This design comes from an exercise in tuning for small area on the open sky130 flow, not from production work. In this exercise RTL edits were held to simulation tests only and were not proved equivalent to the original. Power figures rest on the tool's default switching activity, not on a simulated workload.

==> flow/design.v, too long to show whole: its modules and the start of the top module <==
// module medidor_potencia_ca: 2708 lines
// module csa_fa: 3 lines
// module csa_ha: 3 lines
module medidor_potencia_ca (
  input  logic        clk,
  input  logic        rst,
  input  logic        enable,
  input  logic        sample_valid,
  input  logic [31:0] tensao,
  input  logic [31:0] corrente,
  output logic [63:0] potencia_media,
  output logic [31:0] v_pico,
  output logic [31:0] i_pico,
  output logic [15:0] window_count,
  output logic        result_valid
);
  // ...
==> flow/flow/run.sh <==
#!/bin/bash
# Standard layout, with the port buffers made from the smallest buffer cell.
set -euo pipefail
bash standard.sh "BUFFER_PORTS_ARGS=-buffer_cell sky130_fd_sc_hd__buf_1" finish > flow_make.log 2>&1
==> flow/standard.sh <==
#!/bin/bash
# synth_recipe.tcl (not shown) runs the flow's synth.tcl, then flattens the netlist and writes it again
# the make line also repeats each setting of config.mk as NAME=value (left out here)
make -C /OpenROAD-flow-scripts/flow DESIGN_CONFIG=/design/flow/config.mk WORK_HOME=/design/flow/orfs CLKGATE_MAP_FILE= SYNTH_SCRIPT=/design/flow/synth_recipe.tcl "${@:-finish}"
==> flow/config.mk <==
export PLATFORM = sky130hd
export DESIGN_NAME = medidor_potencia_ca
export DESIGN_NICKNAME = medidor_potencia_ca
export VERILOG_FILES = /design/flow/design.v
export SDC_FILE = /design/flow/constraint.sdc
export NUM_CORES = 4
export LEC_CHECK = 0
export CAP_MARGIN = 20
export CORE_MARGIN = 2
export CORE_UTILIZATION = 40
export SLEW_MARGIN = 20
export SYNTH_HIERARCHICAL = 1
export SYNTH_MINIMUM_KEEP_SIZE = 0
==> flow/constraint.sdc <==
create_clock -name core_clock -period 11.0 [get_ports {clk}]
set_input_delay 2.2000 -clock core_clock [delete_from_list [all_inputs] [get_ports {clk}]]
set_output_delay 2.2000 -clock core_clock [all_outputs]
set_load 0.01 [all_outputs]
==> run_results.csv, run 1 <==
group,metric,value,unit
run_status,status,"timing/DRC/antenna clean",
layout,inv_count,118,
setup_path,crit_path_top_delay_cell,"fa_1",
sta,slew-limit-headroom,25.2,%
synthesis,synth_nets,4645,
layout,fillers,9350,
global_routing,grt_pass1_wl,196,mm
floorplanning,floorplan.core_area,100000,um2
global_routing,busiest_layer,"met2",
setup_path,path_buf_inv,6,
synthesis,synth_area_per_cell,10.6,um2
sta,maxSlewViolCount,0,
global_routing,grt_pass1_vias,31115,
sta,finalWorstSetupSlack,870,ps
synthesis,synth-simple-area-share,6.97,%
min_path,hold_path_end,"res3",
pwr,swShare,34.9,%
pwr,p_switching,0.00198,W
placement,dp.cells,5104,
cts,htreeDepth,2,
sta,clock.fmax,0.0987,GHz
pwr,power_leader,"combinational logic",
placement,dpl.hpwl,96.1,mm
layout,bufAreaShareNonClock,4.91,%
floorplanning,initial_utilization,40.3,%
synthesis,synth_cell_types,60,
synthesis,synth-seq-area-share,24.3,%
synthesis,synth_edf_count,128,
synthesis,ys_seq_elements,425,
flow_run,max_cap_violations,0,
sta,hold_slack,427,ps
synthesis,synth-main-ff-cell,"dfxtp_1",
route,drt_pass1_iterations,9,
layout,stdcell_area,44600,um2
setup_path,critPathLaunch,"enable",
setup_path,worstReg2RegStart,"running",
pwr,p_leak,18.1,nW
sta,max_slew.worst_pin.slew,1120,ps
sta,finalSetupTns,0,ps
global_routing,grt.met2_usage,37.3,%
layout,multi_input_area_share,64.6,%
layout,area_growth,10.6,%
route,wl_met2,55.7,mm
layout,top_regs,"acc x74, hold_mean x64, potencia_media x64",
==> run 2, diff against run 1 <==
==> flow/run.sh (new file) <==
#!/bin/bash
# synth_recipe.tcl (not shown) runs the flow's synth.tcl, then flattens the netlist and writes it again
# the make line also repeats each setting of config.mk as NAME=value (left out here)
make -C /OpenROAD-flow-scripts/flow DESIGN_CONFIG=/design/flow/config.mk WORK_HOME=/design/flow/orfs CLKGATE_MAP_FILE= SYNTH_SCRIPT=/design/flow/synth_recipe.tcl finish
removed: flow/flow/run.sh
removed: flow/standard.sh
==> run 2 against run 1 <==
- non-clock buffer count increased by 21
- cell count increased by 0.35%
- synthesized cell count unchanged
- die area unchanged
- clock power decreased by 2%
- count of clock-buffer cells in the layout decreased by 4
- hold slack got worse by 1.8 ps
- wire length increased by 0.17%
- critical path type unchanged
- highest routed layer unchanged
==> run_results.csv, run 2 <==
group,metric,value,unit
run_status,status,"timing/DRC/antenna clean",
cts,clkSinkCount,425,
cts,cts_tree,"yes",
setup_path,r2r_slack,2640,ps
sta,hold_viol_final,0,
sta,finalCritPeriodShare,91.5,%
cts,htreeDepth,2,
global_routing,grt_usage,24.9,%
route,ant_nets,0,
setup_path,crit_end,"hold_mean[63]",
cts,post-cts-setup-buffers,0,
sta,max_slew.worst_pin.slew,1050,ps
cts,clk_pin_slew_worst_paths,60,ps
sta,rsz0062_at_grt,"false",
synthesis,async_flop_share,0,%
cts,cts_root_buf,"clkbuf_16",
setup_path,crit_type,"input pin to flop",
min_path,whs_path_depth,1,
floorplanning,io_pins,213,
sta,period_needed,10060,ps
route,routedWlPerCell,24.5,um
global_routing,grt_pass1_wl,196,mm
synthesis,synth-seq-area-share,24.3,%
setup_path,path_buf_inv,7,
layout,final_cell_mix,"xnor2_1 (621), a22oi_1 (496), fa_1 (495)",
layout,final_common_cell,"xnor2_1",
layout,area_growth,13.9,%
synthesis,synth_nets,4645,
setup_path,endpoint_kind,"flop",
floorplanning,die_y,321,um
sta,finalClockSkew,54.5,ps
synthesis,yosysWarningCount,9,
setup_path,reg2reg_to,"hold_mean[63]",
setup_path,cp.required,11390,ps
layout,fillers,9283,
cts,cts.path.max_buffers,3,
global_routing,antenna_found_initial,13,
synthesis,synth.area.top_cells,"fa_1 (25%), dfxtp_1 (15%), xnor2_1 (13%)",
synthesis,synth_cell_types,60,
synthesis,synth_edf_count,128,
synthesis,syn_area,40300,um2
layout,largest_reg_flops,74,
synthesis,synth_area_per_cell,10.6,um2
global_routing,grt_max_degree,72,
placement,place_congestion,0.937,
layout,top_register,"acc",
min_path,hold_path_class,"flop to flop",
route,drt_pass1_iterations,7,
setup_path,crit_path_top_delay_cell,"fa_1",
global_routing,grt_pass1_vias,30899,
route,drc,0,
sta,finalSetupTns,0,ps
floorplanning,chipWidth,321,um
setup_path,cp_num_cells,27,
synthesis,synth_area_leader_cell,"fa_1",
sta,slew-limit-headroom,30.1,%
sta,clock.fmax,0.0994,GHz
pwr,p_leak,18.6,nW
floorplanning,row_count,116,
pwr,powerDensity,124,nW/um2
sta,hold_slack,425,ps
layout,drive_gt1_share,8.42,%
layout,stdcell_area,45900,um2
setup_path,crit_path_max_incr_delay,560,ps
route,vias_per_cell,5.76,
floorplanning,die_area,103000,um2
layout,fin_util,45.9,%
sta,maxSlewViolCount,0,
cts,clock_latency,650,ps
synthesis,synth_top_area_share,24.6,%
flow_run,max_cap_violations,0,
synthesis,ys_seq_elements,425,
setup_path,worstReg2RegStart,"running",
synthesis,synth-main-ff-cell,"dfxtp_1",
layout,fin_nets,4725,
placement,dpl.hpwl,98.1,mm
setup_path,critPathLaunch,"enable",
route,routed-via-count,30047,
layout,final_cells,5219,
floorplanning,floorplan.core_area,100000,um2
setup_path,crit_family,"adder cells",
floorplanning,initial_utilization,40.3,%
layout,top_regs,"acc x74, hold_mean x64, potencia_media x64",
setup_path,worstPathArrival,10460,ps
cts,ctsResizeCount,0,
setup_path,ff2ff_path_depth,26,
setup_path,cp_max_fo,30,
synthesis,syn_inst,3797,
synthesis,synth_common_cells,"xnor2_1 (621), a22oi_1 (496), fa_1 (495)",
placement,dp.cells,5125,
setup_path,start_kind,"input pin",
cts,cts_buffers,48,
route,drt-initial-drc-count,2821,
route,wirelength,128,mm
placement,port_buffers,212,
global_routing,overflow,0,
pwr,ir_drop,0.131,mV
placement,detailed_place.area,44200,um2
cts,cts_hold_buf,0,
synthesis,yosysMostFrequentCell,"xnor2_1",
sta,setup_viol,0,
-- run 2: worst min-delay path by stage --
stage	start	to
global placement	res1	res2
finish	res1	res2
CTS	res1	res2
floorplan	res1	res2
detailed placement	res1	res2
global route	res1	res2
-- run 2: Yosys stat by module, one instance, submodules excluded --
module | flops+latches | copies in the design | area [um2]
csa_fa | 0 | 495 | 20.0
csa_ha | 0 | 148 | 12.5
medidor_potencia_ca | 425 | 1 | 28500
-- run 2: logic make-up (layout without fill, tap and decap cells) --
kind of cell,count (synthesis),in the layout,synth area share (%)
AO/OA/AOI/OAI,866,866,15.8
flip-flops,425,425,24.3
AND/OR/NAND/NOR,565,565,6.97
other,0,4,0
adder cells (fa/ha/maj),780,780,33.4
buffers and inverters,479,599,4.49
multiplexers,41,41,1.03
XOR/XNOR,641,641,13.9
-- run 2: metal layers --
metal | global-route usage [%] | part of all wire, % | vias to the layer above
li1 | - | - | 13400
met3 | 5.14 | 8.6 | 237
met1 | 35.5 | 44 | 15055
met2 | 37.9 | 44 | 1341
met5 | 0 | 0.069 | -
met4 | 7.76 | 3.2 | 14
-- run 2: layout make-up --
class	count	area (um2)	area share, %
inverters	118	443	0.965
flip-flops and latches	425	9790	21.3
repair buffers	391	3550	7.73
clock buffers	56	1250	2.73
well taps	1298	1620	3.54
multi-input cells	2893	28800	62.8
diodes	4	10.0	0.0218
clock inverters	34	422	0.919
-- run 2: worst reg2reg max path: stages, from the launching register on --
cell	delay, ps
dfxtp_1	330
nand3_2	350
buf_12	340
or2_2	350
inv_2	280
buf_4	360
buf_4	280
xnor2_1	130
fa_1	560
fa_1	460
fa_1	540
fa_1	420
ha_1	460
a21oi_1	310
o21ai_0	160
a221o_1	470
a211o_1	340
o211ai_1	210
buf_4	190
o311ai_0	150
buf_4	190
a221o_1	320
a21o_1	210
a211o_1	270
ha_1	180
nor2_1	130
xnor2_1	100
-- run 2: metrics by stage --
step                      setup slack, ps  power [W]
final                                 936    0.00569
after global routing                  651    0.00606
after CTS                             969    0.00576
after detailed placement              270    0.00401
after global placement                314    0.00401
after floorplan                      1460    0.00326
-- run 2: power breakdown --
part | total, W | switching [W] | internal [W]
clock network | 0.00169 | 0.000715 | 0.000972
registers | 0.00188 | 0.0000241 | 0.00185
logic | 0.00212 | 0.00124 | 0.000880
==> run 3, diff against run 2 <==
==> flow/flow/run.sh (new file) <==
#!/bin/bash
# Standard layout, with the port buffers made from the smallest buffer cell and
# a clock tree with larger sink clusters and no dummy loads.
set -euo pipefail
bash standard.sh "BUFFER_PORTS_ARGS=-buffer_cell sky130_fd_sc_hd__buf_1" \
  "CTS_ARGS=-sink_clustering_enable -repair_clock_nets -dont_use_dummy_load -sink_clustering_size 30 -sink_clustering_max_diameter 120" \
  finish > flow_make.log 2>&1
==> flow/standard.sh (new file) <==
#!/bin/bash
# synth_recipe.tcl (not shown) runs the flow's synth.tcl, then flattens the netlist and writes it again
# the make line also repeats each setting of config.mk as NAME=value (left out here)
make -C /OpenROAD-flow-scripts/flow DESIGN_CONFIG=/design/flow/config.mk WORK_HOME=/design/flow/orfs CLKGATE_MAP_FILE= SYNTH_SCRIPT=/design/flow/synth_recipe.tcl "${@:-finish}"
--- a/flow/config.mk
+++ b/flow/config.mk
@@ -5,9 +5,9 @@
 export SDC_FILE = /design/flow/constraint.sdc
 export NUM_CORES = 4
 export LEC_CHECK = 0
-export CAP_MARGIN = 20
+export CAP_MARGIN = 0
 export CORE_MARGIN = 2
 export CORE_UTILIZATION = 40
-export SLEW_MARGIN = 20
+export SLEW_MARGIN = 0
 export SYNTH_HIERARCHICAL = 1
 export SYNTH_MINIMUM_KEEP_SIZE = 0
removed: flow/run.sh
==> run 3 against run 2 <==
- first-iteration DRC count is 14% higher
- combinational power is 2% lower
- final area is 5.5% lower
- critical path type unchanged
- critical endpoint unchanged
- highest routed layer unchanged
==> run_results.csv, run 3 <==
group,metric,value,unit
synthesis,synth-main-ff-cell,"dfxtp_1",
sta,finalCritPeriodShare,91.4,%
placement,place_congestion,0.940,
sta,rsz0062_at_grt,"false",
placement,port_buffers,212,
route,vias_per_cell,5.85,
cts,clkSinkCount,425,
layout,top_register,"acc",
route,drt_pass1_iterations,6,
synthesis,synth_nets,4645,
layout,final_common_cell,"xnor2_1",
setup_path,worstPathArrival,10420,ps
setup_path,cp.required,11360,ps
min_path,hold_path_class,"flop to flop",
route,routed-via-count,29993,
route,routedWlPerCell,24.7,um
pwr,p_leak,17.5,nW
floorplanning,floorplan.core_area,100000,um2
setup_path,endpoint_kind,"flop",
layout,top_regs,"acc x74, hold_mean x64, potencia_media x64",
setup_path,crit_type,"input pin to flop",
global_routing,grt_usage,24.7,%
layout,fillers,9521,
sta,maxSlewViolCount,0,
layout,drive_gt1_share,6.90,%
sta,finalSetupTns,0,ps
synthesis,synth_cell_types,60,
global_routing,grt_max_degree,139,
global_routing,antenna_found_initial,6,
cts,cts_buffers,21,
route,drt-initial-drc-count,3230,
placement,dpl.hpwl,96.0,mm
cts,ctsResizeCount,0,
setup_path,crit_path_top_delay_cell,"fa_1",
layout,largest_reg_flops,74,
cts,htreeDepth,1,
sta,clock.fmax,0.0994,GHz
cts,cts_tree,"yes",
route,wirelength,127,mm
synthesis,synth_common_cells,"xnor2_1 (621), a22oi_1 (496), fa_1 (495)",
synthesis,synth_area_leader_cell,"fa_1",
floorplanning,chipWidth,321,um
synthesis,async_flop_share,0,%
synthesis,yosysMostFrequentCell,"xnor2_1",
setup_path,cp_max_fo,15,
synthesis,syn_area,40300,um2
cts,clock_latency,620,ps
synthesis,synth_edf_count,128,
floorplanning,die_area,103000,um2
route,drc,0,
synthesis,synth-seq-area-share,24.3,%
pwr,ir_drop,0.120,mV
floorplanning,die_y,321,um
floorplanning,row_count,116,
run_status,status,"timing/DRC/antenna clean",
pwr,powerDensity,111,nW/um2
setup_path,crit_family,"adder cells",
cts,post-cts-setup-buffers,0,
sta,hold_slack,442,ps
setup_path,path_buf_inv,6,
flow_run,max_cap_violations,0,
layout,final_cell_mix,"xnor2_1 (621), a22oi_1 (496), fa_1 (495)",
route,ant_nets,0,
synthesis,synth_area_per_cell,10.6,um2
cts,cts_root_buf,"clkbuf_16",
synthesis,syn_inst,3797,
layout,fin_util,43.4,%
synthesis,ys_seq_elements,425,
cts,cts.path.max_buffers,3,
floorplanning,io_pins,213,
setup_path,crit_path_max_incr_delay,510,ps
synthesis,synth.area.top_cells,"fa_1 (25%), dfxtp_1 (15%), xnor2_1 (13%)",
layout,fin_nets,4677,
sta,period_needed,10060,ps
sta,slew-limit-headroom,13.3,%
synthesis,synth_top_area_share,24.6,%
synthesis,yosysWarningCount,9,
global_routing,grt_pass1_vias,30953,
layout,area_growth,7.67,%
cts,clk_pin_slew_worst_paths,120,ps
global_routing,grt_pass1_wl,195,mm
sta,finalClockSkew,95.2,ps
sta,setup_viol,0,
global_routing,overflow,0,
cts,cts_hold_buf,0,
setup_path,start_kind,"input pin",
layout,seq_area,9790,um2
layout,multi_input_area,28800,um2
sta,hold_viol_final,0,
sta,max_slew.worst_pin.slew,1300,ps
floorplanning,initial_utilization,40.3,%
-- run 3: path summary, 6_finish.rpt --
| kind | startpoint | endpoint | slack [ps] | cells past startpoint |
|---|---|---|---|---|
| min reg2reg | res2 | res3 | 440 | 1 |
| min | res2 | res3 | 440 | 1 |
| max reg2reg | running | hold_mean[63] | 2510 | 27 |
| max | enable | hold_mean[63] | 940 | 28 |
-- run 3: cell families (layout without fill, tap and decap cells) --
group	Yosys count	in the layout	synth area share [%]
XOR/XNOR	641	641	13.9
multiplexers	41	41	1.03
flip-flops	425	425	24.3
AO/OA/AOI/OAI	866	866	15.8
adder cells (fa/ha/maj)	780	780	33.4
other	0	4	0
AND/OR/NAND/NOR	565	565	6.97
buffers and inverters	479	509	4.49
-- run 3: through the flow --
step                area (um2)  worst slack, ps  power [W]  std cells
floorplan                40300             1460    0.00326       3797
global placement         42900              325    0.00396       5104
detailed placement       42900              318    0.00394       5104
CTS                      43400              959    0.00484       5125
global route             43400              605    0.00515       5126
finish                   43400              941    0.00481       5129
-- run 3: final cells by class --
class	count	area share (%)
Sequential cell	425	22.6
Antenna cell	4	0.0231
Tap cell	1298	3.74
Clock buffer	21	1.21
Inverter	118	1.02
Timing Repair Buffer	370	5.04
Multi-Input combinational cell	2893	66.4
-- run 3: power breakdown --
group          leakage (nW)  internal [W]  switching (W)
clock network         0.259      0.000342       0.000513
logic                  13.5      0.000842        0.00124
registers              3.71       0.00185      0.0000236
-- run 3: Yosys stat by module, one instance, submodules excluded --
module               flip-flops and latches  area, um2
csa_ha                                    0       12.5
csa_fa                                    0       20.0
medidor_potencia_ca                     425      28500
-- run 3: layer usage --
| layer | global-route usage (%) | vias to the layer above | routed length [um] |
|---|---|---|---|
| met5 | 0 | - | 26 |
| met4 | 7.19 | 6 | 4130 |
| met3 | 5.35 | 215 | 11800 |
| met2 | 37.6 | 1461 | 55900 |
| met1 | 35.1 | 15070 | 55000 |
| li1 | - | 13241 | - |

## afterwards: timing with drivers on the ports
The flow's constraints put no driver on any port. The routed layouts listed below were extracted and timed again, unchanged, in two steps.
Step 1, drivers: a clkbuf_16 drives clk and a buf_2 each remaining input, both assumed.
Step 2 also shifts input and output timing later by t, the mid clock arrival at the registers, as if the neighbouring blocks saw the same clock.
Three values: no drivers, after step 1, after step 2; two values: the first two.
run	t, ns	slack for setup (ns)	clock arrival spread, ns	worst register clock-pin slew, ns	pins driven straight from the clock port
run 1	0.714	0.870 / 0.924 / 0.210	0.040 / 0.040	0.07 / 0.07	1
run 2	0.696	0.936 / 0.974 / 0.278	0.057 / 0.058	0.07 / 0.07	1
run 3	0.649	0.941 / 0.993 / 0.344	0.095 / 0.095	0.12 / 0.12	1
After both steps setup and hold are still met in every run listed. For run 1, which loses most, drivers alone change the setup slack by +0.054 ns; drivers and shift together by -0.660 ns.
